What follows belongs to an exercise in optimizing a design on an open flow for small area, a short achievable clock period and few clock cycles per item; a production flow would make more cautious choices.
The RTL was checked by simulation tests, not by an equivalence proof against the original design.
Power is estimated from default activity; no workload was simulated.

$ cat flow/run.sh
#!/bin/bash
# synth_recipe.tcl (not shown) runs the flow's synth.tcl, then flattens the netlist and writes it again
# the make line also repeats each setting of config.mk as NAME=value (left out here)
make -C /OpenROAD-flow-scripts/flow DESIGN_CONFIG=/design/flow/config.mk WORK_HOME=/design/flow/orfs CLKGATE_MAP_FILE= SYNTH_SCRIPT=/design/flow/synth_recipe.tcl finish
$ cat flow/config.mk
export PLATFORM = sky130hd
export DESIGN_NAME = blob_track_table
export DESIGN_NICKNAME = blob_track_table
export VERILOG_FILES = /design/flow/design.v
export SDC_FILE = /design/flow/constraint.sdc
export NUM_CORES = 4
export LEC_CHECK = 0
export CAP_MARGIN = 20
export CORE_MARGIN = 2
export CORE_UTILIZATION = 40
export SLEW_MARGIN = 20
$ cat flow/constraint.sdc
create_clock -name core_clock -period 10.0 [get_ports {clk}]
set_input_delay 2.0000 -clock core_clock [delete_from_list [all_inputs] [get_ports {clk}]]
set_output_delay 2.0000 -clock core_clock [all_outputs]
set_load 0.01 [all_outputs]
$ cat flow/design.v
`default_nettype none
package btat_pkg;
  localparam int ENTRIES   = 16;
  localparam int IDX_W     = 4;
  localparam int COORD_W   = 12;
  localparam int AREA_W    = 24;
  localparam int LABEL_W   = 32;
  localparam int FRAME_W   = 32;
  localparam int SIGHT_W   = 8;
  localparam int DIST_W    = 13;
  localparam int RAD_W     = 7;
  localparam int PCT_W     = 7;
  localparam int CFG_W     = 13;
  localparam int CFG_IDX_W = 4;
  localparam int VIS_W     = 5;
  localparam int PROD_W    = 2 * COORD_W;
  localparam int TOL_W     = PROD_W + PCT_W;
  localparam logic [RAD_W-1:0]   RADIUS_BASE     = 7'd28;
  localparam logic [RAD_W-1:0]   RADIUS_CAP      = 7'd101;
  localparam logic [FRAME_W-1:0] RADIUS_AGE_CAP  = 32'd73;
  localparam logic [SIGHT_W-1:0] YOUNG_SIGHTINGS = 8'd5;
  localparam logic [FRAME_W-1:0] YOUNG_MAX_AGE   = 32'd5;
  localparam logic [FRAME_W-1:0] OLD_MAX_AGE     = 32'd50;
  localparam logic [SIGHT_W-1:0] SIGHT_MAX       = 8'd255;
  localparam logic [AREA_W-1:0]  AREA_MAX        = 24'hFFFFFF;
  localparam logic [PCT_W-1:0]   PCT_DIV         = 7'd100;
  localparam logic [CFG_W-1:0]   FRAME_MIN       = 13'd2;
  localparam logic [PCT_W-1:0] AREA_TOL_RST  = 7'd20;
  localparam logic [CFG_W-1:0] SHAPE_TOL_RST = 13'd100;
  localparam logic [CFG_W-1:0] FRAME_W_RST   = 13'd640;
  localparam logic [CFG_W-1:0] FRAME_H_RST   = 13'd480;
  localparam logic [CFG_IDX_W-1:0] REG_AREA_TOL  = 4'd0;
  localparam logic [CFG_IDX_W-1:0] REG_SHAPE_TOL = 4'd1;
  localparam logic [CFG_IDX_W-1:0] REG_FRAME_W   = 4'd2;
  localparam logic [CFG_IDX_W-1:0] REG_FRAME_H   = 4'd3;
  typedef struct packed {
    logic               req_type;
    logic [COORD_W-1:0] center_x;
    logic [COORD_W-1:0] center_y;
    logic [COORD_W-1:0] corner_x;
    logic [COORD_W-1:0] corner_y;
    logic [COORD_W-1:0] box_width;
    logic [COORD_W-1:0] box_height;
    logic [AREA_W-1:0]  blob_area;
  } req_t;
  typedef struct packed {
    logic               matched;
    logic [IDX_W-1:0]   slot;
    logic               dropped;
    logic [LABEL_W-1:0] object_label;
    logic [VIS_W-1:0]   visible_count;
  } rsp_t;
  typedef struct packed {
    logic load;
    logic scan;
    logic chk1;
    logic chk2;
    logic decide;
    logic commit;
    logic age;
    logic frame;
    logic out_load;
  } cmd_t;
  typedef struct packed {
    logic idx_last;
    logic out_free;
  } sts_t;
  function automatic logic [COORD_W-1:0] absdiff(input logic [COORD_W-1:0] a,
                                                 input logic [COORD_W-1:0] b);
    absdiff = (a > b) ? (a - b) : (b - a);
  endfunction
endpackage
`default_nettype wire
`default_nettype none
module btat_ctrl (
  input  wire logic           clk,
  input  wire logic           rst,
  input  wire logic           in_valid,
  input  wire logic           in_frame_end,
  output logic                in_ready,
  input  wire btat_pkg::sts_t sts,
  output btat_pkg::cmd_t      cmd
);
  typedef enum logic [8:0] {
    S_IDLE   = 9'b000000001,
    S_SCAN   = 9'b000000010,
    S_CHK1   = 9'b000000100,
    S_CHK2   = 9'b000001000,
    S_DECIDE = 9'b000010000,
    S_COMMIT = 9'b000100000,
    S_AGE    = 9'b001000000,
    S_FRAME  = 9'b010000000,
    S_OUT    = 9'b100000000
  } state_t;
  state_t state, state_next;
  always_ff @(posedge clk) begin
    if (rst) begin
      state <= S_IDLE;
    end else begin
      state <= state_next;
    end
  end
  always_comb begin
    state_next = state;
    cmd        = '0;
    in_ready   = 1'b0;
    unique case (state)
      S_IDLE: begin
        in_ready = 1'b1;
        if (in_valid) begin
          cmd.load   = 1'b1;
          state_next = in_frame_end ? S_AGE : S_SCAN;
        end
      end
      S_SCAN: begin
        cmd.scan = 1'b1;
        if (sts.idx_last) state_next = S_CHK1;
      end
      S_CHK1: begin
        cmd.chk1   = 1'b1;
        state_next = S_CHK2;
      end
      S_CHK2: begin
        cmd.chk2   = 1'b1;
        state_next = S_DECIDE;
      end
      S_DECIDE: begin
        cmd.decide = 1'b1;
        state_next = S_COMMIT;
      end
      S_COMMIT: begin
        cmd.commit = 1'b1;
        state_next = S_OUT;
      end
      S_AGE: begin
        cmd.age = 1'b1;
        if (sts.idx_last) state_next = S_FRAME;
      end
      S_FRAME: begin
        cmd.frame  = 1'b1;
        state_next = S_OUT;
      end
      S_OUT: begin
        if (sts.out_free) begin
          cmd.out_load = 1'b1;
          state_next   = S_IDLE;
        end
      end
      default: state_next = S_IDLE;
    endcase
  end
endmodule
`default_nettype wire
`default_nettype none
module btat_datapath (
  input  wire logic                           clk,
  input  wire logic                           rst,
  input  wire btat_pkg::cmd_t                 cmd,
  output btat_pkg::sts_t                      sts,
  input  wire btat_pkg::req_t                 req_data,
  input  wire logic                           cfg_valid,
  input  wire logic [btat_pkg::CFG_IDX_W-1:0] cfg_index,
  input  wire logic [btat_pkg::CFG_W-1:0]     cfg_data,
  output logic                                rsp_valid,
  input  wire logic                           rsp_ready,
  output btat_pkg::rsp_t                      rsp_data
);
  localparam int N = btat_pkg::ENTRIES;
  logic [btat_pkg::PCT_W-1:0] area_tol;
  logic [btat_pkg::CFG_W-1:0] shape_tol;
  logic [btat_pkg::CFG_W-1:0] frame_w;
  logic [btat_pkg::CFG_W-1:0] frame_h;
  logic [N-1:0]                     e_valid;
  logic [N-1:0]                     e_merged;
  logic [btat_pkg::COORD_W-1:0]     e_cx [N];
  logic [btat_pkg::COORD_W-1:0]     e_cy [N];
  logic [btat_pkg::COORD_W-1:0]     e_kx [N];
  logic [btat_pkg::COORD_W-1:0]     e_ky [N];
  logic [btat_pkg::AREA_W-1:0]      e_area [N];
  logic [btat_pkg::COORD_W-1:0]     e_w [N];
  logic [btat_pkg::COORD_W-1:0]     e_h [N];
  logic [btat_pkg::SIGHT_W-1:0]     e_sight [N];
  logic [btat_pkg::FRAME_W-1:0]     e_last [N];
  logic [btat_pkg::LABEL_W-1:0]     e_label [N];
  logic [btat_pkg::LABEL_W-1:0] label_cnt;
  logic [btat_pkg::FRAME_W-1:0] frame_cnt;
  btat_pkg::req_t                 cur;
  logic [btat_pkg::IDX_W-1:0]     idx;
  logic [btat_pkg::IDX_W-1:0]     hit;
  logic [btat_pkg::IDX_W-1:0]     free_slot;
  logic                           hit_found;
  logic                           free_found;
  logic [btat_pkg::RAD_W-1:0]     best;
  logic [btat_pkg::DIST_W-1:0]    dshape;
  logic [btat_pkg::AREA_W-1:0]    darea;
  logic [btat_pkg::PROD_W-1:0]    prod_wh;
  logic [btat_pkg::TOL_W-1:0]     area_lim;
  logic [btat_pkg::TOL_W-1:0]     darea_x;
  logic                           pass;
  logic [btat_pkg::VIS_W-1:0]     vis;
  btat_pkg::rsp_t                 res;
  logic [btat_pkg::IDX_W-1:0]     rd;
  logic [btat_pkg::FRAME_W-1:0]   age;
  logic [btat_pkg::RAD_W-1:0]     radius;
  logic [btat_pkg::DIST_W-1:0]    span;
  logic [btat_pkg::CFG_W-1:0]     fw;
  logic [btat_pkg::CFG_W-1:0]     fh;
  logic                           seen_now;
  logic                           kill;
  logic [btat_pkg::LABEL_W-1:0]   label_new;
  logic [btat_pkg::COORD_W:0]     sum_cx;
  logic [btat_pkg::COORD_W:0]     sum_cy;
  logic [btat_pkg::COORD_W:0]     sum_w;
  logic [btat_pkg::COORD_W:0]     sum_h;
  logic [btat_pkg::AREA_W:0]      sum_area;
  assign rd = (cmd.chk1 || cmd.commit) ? hit : idx;
  assign age = frame_cnt - e_last[rd];
  assign radius = (age >= btat_pkg::RADIUS_AGE_CAP) ? btat_pkg::RADIUS_CAP
                : btat_pkg::RADIUS_BASE + age[btat_pkg::RAD_W-1:0];
  assign span = btat_pkg::DIST_W'(btat_pkg::absdiff(e_cx[rd], cur.center_x))
              + btat_pkg::DIST_W'(btat_pkg::absdiff(e_cy[rd], cur.center_y));
  assign fw = (frame_w < btat_pkg::FRAME_MIN) ? btat_pkg::FRAME_MIN : frame_w;
  assign fh = (frame_h < btat_pkg::FRAME_MIN) ? btat_pkg::FRAME_MIN : frame_h;
  assign seen_now = (e_last[rd] == frame_cnt);
  assign kill = (e_sight[rd] < btat_pkg::YOUNG_SIGHTINGS) ? (age > btat_pkg::YOUNG_MAX_AGE)
                                                          : (age > btat_pkg::OLD_MAX_AGE);
  assign label_new = label_cnt + 1'b1;
  assign sum_cx = {1'b0, e_cx[rd]} + {1'b0, cur.center_x};
  assign sum_cy = {1'b0, e_cy[rd]} + {1'b0, cur.center_y};
  assign sum_w = {1'b0, e_w[rd]} + {1'b0, cur.box_width};
  assign sum_h = {1'b0, e_h[rd]} + {1'b0, cur.box_height};
  assign sum_area = {1'b0, e_area[rd]} + {1'b0, cur.blob_area};
  assign sts.idx_last = (idx == btat_pkg::IDX_W'(N - 1));
  assign sts.out_free = !rsp_valid || rsp_ready;
  always_ff @(posedge clk) begin
    if (rst) begin
      area_tol  <= btat_pkg::AREA_TOL_RST;
      shape_tol <= btat_pkg::SHAPE_TOL_RST;
      frame_w   <= btat_pkg::FRAME_W_RST;
      frame_h   <= btat_pkg::FRAME_H_RST;
    end else if (cfg_valid) begin
      unique case (cfg_index)
        btat_pkg::REG_AREA_TOL:  area_tol  <= cfg_data[btat_pkg::PCT_W-1:0];
        btat_pkg::REG_SHAPE_TOL: shape_tol <= cfg_data;
        btat_pkg::REG_FRAME_W:   frame_w   <= cfg_data;
        btat_pkg::REG_FRAME_H:   frame_h   <= cfg_data;
        default: ;
      endcase
    end
  end
  always_ff @(posedge clk) begin
    if (rst) begin
      e_valid   <= '0;
      e_merged  <= '0;
      label_cnt <= '0;
      frame_cnt <= btat_pkg::FRAME_W'(1);
      rsp_valid <= 1'b0;
    end else begin
      if (cmd.out_load) begin
        rsp_valid <= 1'b1;
        rsp_data  <= res;
      end else if (rsp_valid && rsp_ready) begin
        rsp_valid <= 1'b0;
      end
      if (cmd.load) begin
        cur        <= req_data;
        idx        <= '0;
        hit        <= '0;
        free_slot  <= '0;
        hit_found  <= 1'b0;
        free_found <= 1'b0;
        best       <= btat_pkg::RADIUS_CAP;
        vis        <= '0;
      end
      if (cmd.scan) begin
        idx <= idx + 1'b1;
        if (e_valid[rd]) begin
          if ((span < btat_pkg::DIST_W'(radius)) && (span < btat_pkg::DIST_W'(best))) begin
            best      <= span[btat_pkg::RAD_W-1:0];
            hit       <= idx;
            hit_found <= 1'b1;
          end
        end else if (!free_found) begin
          free_slot  <= idx;
          free_found <= 1'b1;
        end
      end
      if (cmd.chk1) begin
        prod_wh <= e_w[rd] * e_h[rd];
        dshape  <= btat_pkg::DIST_W'(btat_pkg::absdiff(e_w[rd], cur.box_width))
                 + btat_pkg::DIST_W'(btat_pkg::absdiff(e_h[rd], cur.box_height));
        darea   <= (e_area[rd] > cur.blob_area) ? (e_area[rd] - cur.blob_area)
                                                : (cur.blob_area - e_area[rd]);
      end
      if (cmd.chk2) begin
        area_lim <= btat_pkg::TOL_W'(prod_wh) * btat_pkg::TOL_W'(area_tol);
        darea_x  <= (btat_pkg::TOL_W'(darea) + 1'b1) * btat_pkg::TOL_W'(btat_pkg::PCT_DIV);
      end
      if (cmd.decide) begin
        pass <= hit_found && (dshape < shape_tol) && (darea_x <= area_lim);
      end
      if (cmd.commit) begin
        if (pass) begin
          e_kx[hit] <= cur.corner_x;
          e_ky[hit] <= cur.corner_y;
          if (e_merged[hit]) begin
            e_cx[hit]   <= sum_cx[btat_pkg::COORD_W:1];
            e_cy[hit]   <= sum_cy[btat_pkg::COORD_W:1];
            e_w[hit]    <= sum_w[btat_pkg::COORD_W:1];
            e_h[hit]    <= sum_h[btat_pkg::COORD_W:1];
            e_area[hit] <= sum_area[btat_pkg::AREA_W] ? btat_pkg::AREA_MAX
                                                      : sum_area[btat_pkg::AREA_W-1:0];
          end else begin
            e_cx[hit]     <= cur.center_x;
            e_cy[hit]     <= cur.center_y;
            e_w[hit]      <= cur.box_width;
            e_h[hit]      <= cur.box_height;
            e_area[hit]   <= cur.blob_area;
            if (e_sight[hit] != btat_pkg::SIGHT_MAX) e_sight[hit] <= e_sight[hit] + 1'b1;
            e_last[hit]   <= frame_cnt;
            e_merged[hit] <= 1'b1;
          end
          res <= {1'b1, hit, 1'b0, e_label[rd], btat_pkg::VIS_W'(0)};
        end else begin
          label_cnt <= label_new;
          if (free_found) begin
            e_valid[free_slot]  <= 1'b1;
            e_merged[free_slot] <= 1'b0;
            e_kx[free_slot]     <= cur.corner_x;
            e_ky[free_slot]     <= cur.corner_y;
            e_cx[free_slot]     <= cur.center_x;
            e_cy[free_slot]     <= cur.center_y;
            e_w[free_slot]      <= cur.box_width;
            e_h[free_slot]      <= cur.box_height;
            e_area[free_slot]   <= cur.blob_area;
            e_sight[free_slot]  <= btat_pkg::SIGHT_W'(1);
            e_last[free_slot]   <= frame_cnt;
            e_label[free_slot]  <= label_new;
            res <= {1'b0, free_slot, 1'b0, label_new, btat_pkg::VIS_W'(0)};
          end else begin
            res <= {1'b0, btat_pkg::IDX_W'(0), 1'b1, btat_pkg::LABEL_W'(0), btat_pkg::VIS_W'(0)};
          end
        end
      end
      if (cmd.age) begin
        idx          <= idx + 1'b1;
        e_merged[rd] <= 1'b0;
        if (e_valid[rd] && !seen_now) begin
          if (kill) e_valid[rd] <= 1'b0;
          if ({1'b0, e_cx[rd]} > fw - btat_pkg::FRAME_MIN) begin
            e_cx[rd] <= fw[btat_pkg::COORD_W-1:0] - 1'b1;
          end
          if ({1'b0, e_cy[rd]} > fh - btat_pkg::FRAME_MIN) begin
            e_cy[rd] <= fh[btat_pkg::COORD_W-1:0] - 1'b1;
          end
        end
        if (e_valid[rd] && seen_now && (e_sight[rd] > btat_pkg::YOUNG_SIGHTINGS)) begin
          vis <= vis + 1'b1;
        end
      end
      if (cmd.frame) begin
        frame_cnt <= frame_cnt + 1'b1;
        res <= {1'b0, btat_pkg::IDX_W'(0), 1'b0, btat_pkg::LABEL_W'(0), vis};
      end
    end
  end
endmodule
`default_nettype wire
`default_nettype none
module blob_track_table (
  input  wire logic        clk,
  input  wire logic        rst,
  input  wire logic        req_valid,
  output logic             req_ready,
  input  wire logic        req_type,
  input  wire logic [11:0] req_center_x,
  input  wire logic [11:0] req_center_y,
  input  wire logic [11:0] req_corner_x,
  input  wire logic [11:0] req_corner_y,
  input  wire logic [11:0] req_box_width,
  input  wire logic [11:0] req_box_height,
  input  wire logic [23:0] req_blob_area,
  output logic             rsp_valid,
  input  wire logic        rsp_ready,
  output logic             rsp_matched,
  output logic [3:0]       rsp_slot,
  output logic             rsp_dropped,
  output logic [31:0]      rsp_object_label,
  output logic [4:0]       rsp_visible_count,
  input  wire logic        cfg_valid,
  output logic             cfg_ready,
  input  wire logic [3:0]  cfg_index,
  input  wire logic [12:0] cfg_data
);
  btat_pkg::cmd_t cmd;
  btat_pkg::sts_t sts;
  btat_pkg::req_t req_data;
  btat_pkg::rsp_t rsp_data;
  assign cfg_ready = 1'b1;
  assign req_data = {req_type, req_center_x, req_center_y, req_corner_x, req_corner_y,
                     req_box_width, req_box_height, req_blob_area};
  assign rsp_matched       = rsp_data.matched;
  assign rsp_slot          = rsp_data.slot;
  assign rsp_dropped       = rsp_data.dropped;
  assign rsp_object_label  = rsp_data.object_label;
  assign rsp_visible_count = rsp_data.visible_count;
  btat_ctrl u_ctrl (
    .clk          (clk),
    .rst          (rst),
    .in_valid     (req_valid),
    .in_frame_end (req_type),
    .in_ready     (req_ready),
    .sts          (sts),
    .cmd          (cmd)
  );
  btat_datapath u_dp (
    .clk       (clk),
    .rst       (rst),
    .cmd       (cmd),
    .sts       (sts),
    .req_data  (req_data),
    .cfg_valid (cfg_valid),
    .cfg_index (cfg_index),
    .cfg_data  (cfg_data),
    .rsp_valid (rsp_valid),
    .rsp_ready (rsp_ready),
    .rsp_data  (rsp_data)
  );
endmodule
`default_nettype wire
==> results.cfg <==
[run_status]
status = no timing/DRC/antenna violations

[timing]
max_freq_mhz = 105.6
finalHoldViolCount = 0
finalClockSkew_ps = 83.81
relSlewSlack = 0.2192
min_period_ps = 9469
setup_violations = 0
report.final.slew_viol_count = 0
rsz0062_at_grt = no
tightest_slew_ps = 1171
tns_ps = 0
period_share = 0.9469

[setup_path]
end_kind = register
cp.arrival_ps = 10160
slowest_delay_ps = 560
required_ps = 10690
critPathMaxFanout = 34
crit_top_cell = buf_4
path_class = register to register
reg2reg_depth = 31
cpMaxStageDelayCell = or4_4
start_kind = register

[placed_design]
placed_area_um2 = 144700
gp_congestion = 0.8937
dp_cells = 15878
portBuffers = 139
place_hpwl_mm = 233.8

[synthesis]
synth_area_leaders = edfxtp_1 (57%), nand2_1 (6.3%), ha_1 (5.2%)
syn_nets = 12346
synth_top_family_by_area = simple AND/OR/NAND/NOR gates
synthCells = 11418
yosysWarnings = 2
ys_ff_latch = 2766
yosys.area.top_type = edfxtp_1
synth-compound-area-share = 0.08150
avgSynthCellArea_um2 = 11.94
muxShareOfSynthArea = 0.03824
yosysTopAreaCellShare = 0.5748
ys.flop_type = edfxtp_1
synth-edff-count = 2610
async_flop_share = 0
yosysUniqueCellTypes = 94
synth-xor-area-share = 0.02351
synthAdderAreaFrac = 0.08783
ys_seq_area_frac = 0.5977
syn_area_um2 = 136400
synthSimpleGateAreaFrac = 0.1374

[route]
first_pass_iters = 8
viasPerCell = 5.586
wl_per_cell_um = 23.16
drt_iter0_markers = 8746
drc_errors = 0
wl_mm = 380.6
antenna_left = 0
dr_total_vias = 91814

[grt]
grt_max_degree = 138
grt_pass1_vias = 91426
grt_pass1_wl_mm = 567.7
antenna_found_initial = 14
grt_usage = 0.2140
overflow = 0

[layout]
final_cells = 16436
drive_above_1_share = 0.09991
nets = 12580
final_area_um2 = 154600
final_common_cell = edfxtp_1
layout_common_cells = edfxtp_1 (2610), nand2_1 (2277), nand3_1 (827)
area_growth_pct = 13.34
fillerInstances = 30440

[cts]
clk_root_buffer_cell = clkbuf_16
clk_path_buf_depth = 4
cts_made_buffers = 303
cts_tree = done
h-tree-depth = 5
numClockSinks = 2766
cts.clk_slew.worst_paths_ps = 60
clk_latency_ps = 940

[floorplan]
fp-row-count = 214
die_h_um = 587.9
fp.dieW_um = 587.9
die_area_um2 = 345600
ioPinCount = 165
start_util = 0.4016
core_area_um2 = 339500

[min_path]
hp-class = register to register
hold_depth = 0

[job]
max_cap_viol_count = 0

[power]
power.density_nw_per_um2 = 295.4
ir_drop_uv = 760.8
p_leak_nw = 57.06
-- final cells by class --
| cell class | count | area (µm²) | share of cell area |
|---|---|---|---|
| antenna | 9 | 22.52 | 0.0001457 |
| clock buffer | 394 | 8168 | 0.05285 |
| clock inverter | 150 | 1335 | 0.008638 |
| inverter | 574 | 2188 | 0.01416 |
| multi-input combinational | 7466 | 50910 | 0.3294 |
| sequential | 2766 | 81500 | 0.5273 |
| tap | 4536 | 5675 | 0.03672 |
| timing repair buffer | 541 | 4755 | 0.03076 |
-- registers in the layout, summed over array words and instances (netlist names), 72 cells and up, named ones only --
name          count
u_dp.e_cx       192
u_dp.e_cy       192
u_dp.e_sight    128
u_dp.e_h        192
u_dp.e_area     384
u_dp.e_last     512
u_dp.e_label    512
u_dp.cur         72
u_dp.e_w        192
-- Yosys cell counts, types with 125 or more instances --
master,n
fa_1,247
mux4_2,145
dfxtp_1,156
nand2_1,2277
clkbuf_1,450
and3_1,125
ha_1,562
xor2_1,152
edfxtp_1,2610
a21oi_1,569
o21ai_0,218
mux2i_1,171
inv_1,569
nor2_1,493
xnor2_1,214
nand3_1,827
-- metrics by stage --
stage          hold slack, ps  total power, mW  worst slack [ps]    util
2_1_floorplan           400.3            28.94             195.0       -
3_3_place_gp            401.9            34.64             384.6  0.4262
3_5_place_dp            404.5            34.94             420.5  0.4263
4_1_cts                 407.8            45.85             429.0  0.4543
5_1_grt                 420.7            48.71             34.34  0.4552
6_report                407.8            45.66             531.2  0.4552
-- power breakdown --
part	switching (mW)	leakage [nW]	internal (mW)
Combinational	12.1	27.5	7.81
Clock	4.61	4.60	6.20
Sequential	0.133	24.9	14.8
-- logic make-up after synthesis --
group / count (synthesis)
compound gates: 1682
xor+xnor: 366
fa+ha+maj: 809
buf+inv: 1186
flops: 2766
mux: 337
other cells: 1
simple gates: 4271
-- worst max-delay path, delay by kind of cell (launching register included) --
family / cells / cell delay (ps)
adder cells (fa/ha/maj): 2 / 570
flip-flops: 1 / 370
buffers and inverters: 7 / 1740
multiplexers: 2 / 880
XOR/XNOR: 1 / 180
AO/OA/AOI/OAI: 11 / 2580
AND/OR/NAND/NOR: 8 / 2820
-- path summary, 6_finish.rpt --
kind	from	to	slack, ps
hold / removal	u_dp.res[22]$_SDFFCE_PP0P_	u_dp.rsp_data[22]$_DFFE_PP_	410
setup / recovery	u_ctrl.state[3]$_SDFFE_PP0P_	u_dp.best[6]$_DFFE_PN_	530
hold reg to reg	u_dp.res[22]$_SDFFCE_PP0P_	u_dp.rsp_data[22]$_DFFE_PP_	410
setup reg to reg	u_ctrl.state[3]$_SDFFE_PP0P_	u_dp.best[6]$_DFFE_PN_	530
-- metal layers --
metal | track usage | up-vias | share of wire
met3 | 0.02741 | 678 | 0.066
met4 | 0.07582 | 2 | 0.036
li1 | - | 41812 | -
met2 | 0.3581 | 3321 | 0.48
met5 | 0 | - | 0.000034
met1 | 0.2862 | 46001 | 0.42
-- timing repair --
action / 4_1_cts / 5_1_grt
buffers inserted: 0 / 4
hold buffers: 0 / 0
setup endpoints to repair: 0 / 19
hold endpoints to repair: 0 / 0
gates resized for setup: 0 / 12
Testbench counts, summed over its fixed seeds: cycles 60,290, items 2,775.

[port drivers added, routing unchanged]
How much do the figures lean on ideal ports? The routed layout below was timed once more, with nothing changed but the port constraints. Step 1 sets driving cells, clkbuf_16 on the clock port and buf_2 on the other inputs (assumed; they add their load-dependent delay and slew). Step 2 also shifts input and output timing later by t, the mid clock arrival at the registers, as if the neighbouring blocks saw the same clock. Three values: ideal, step 1, step 2; two values: the first two.
t, ns: 1.004
setup WS [ns]: 0.531 / 0.531 / 0.531
clock arrival spread, ns: 0.093 / 0.093
worst data-port slew with drivers (ns): 0.46
pins driven straight from the clock port: 1
After both steps setup and hold are still met in this run. For this run, drivers alone change the setup slack by 0.000 ns; drivers and shift together by 0.000 ns.
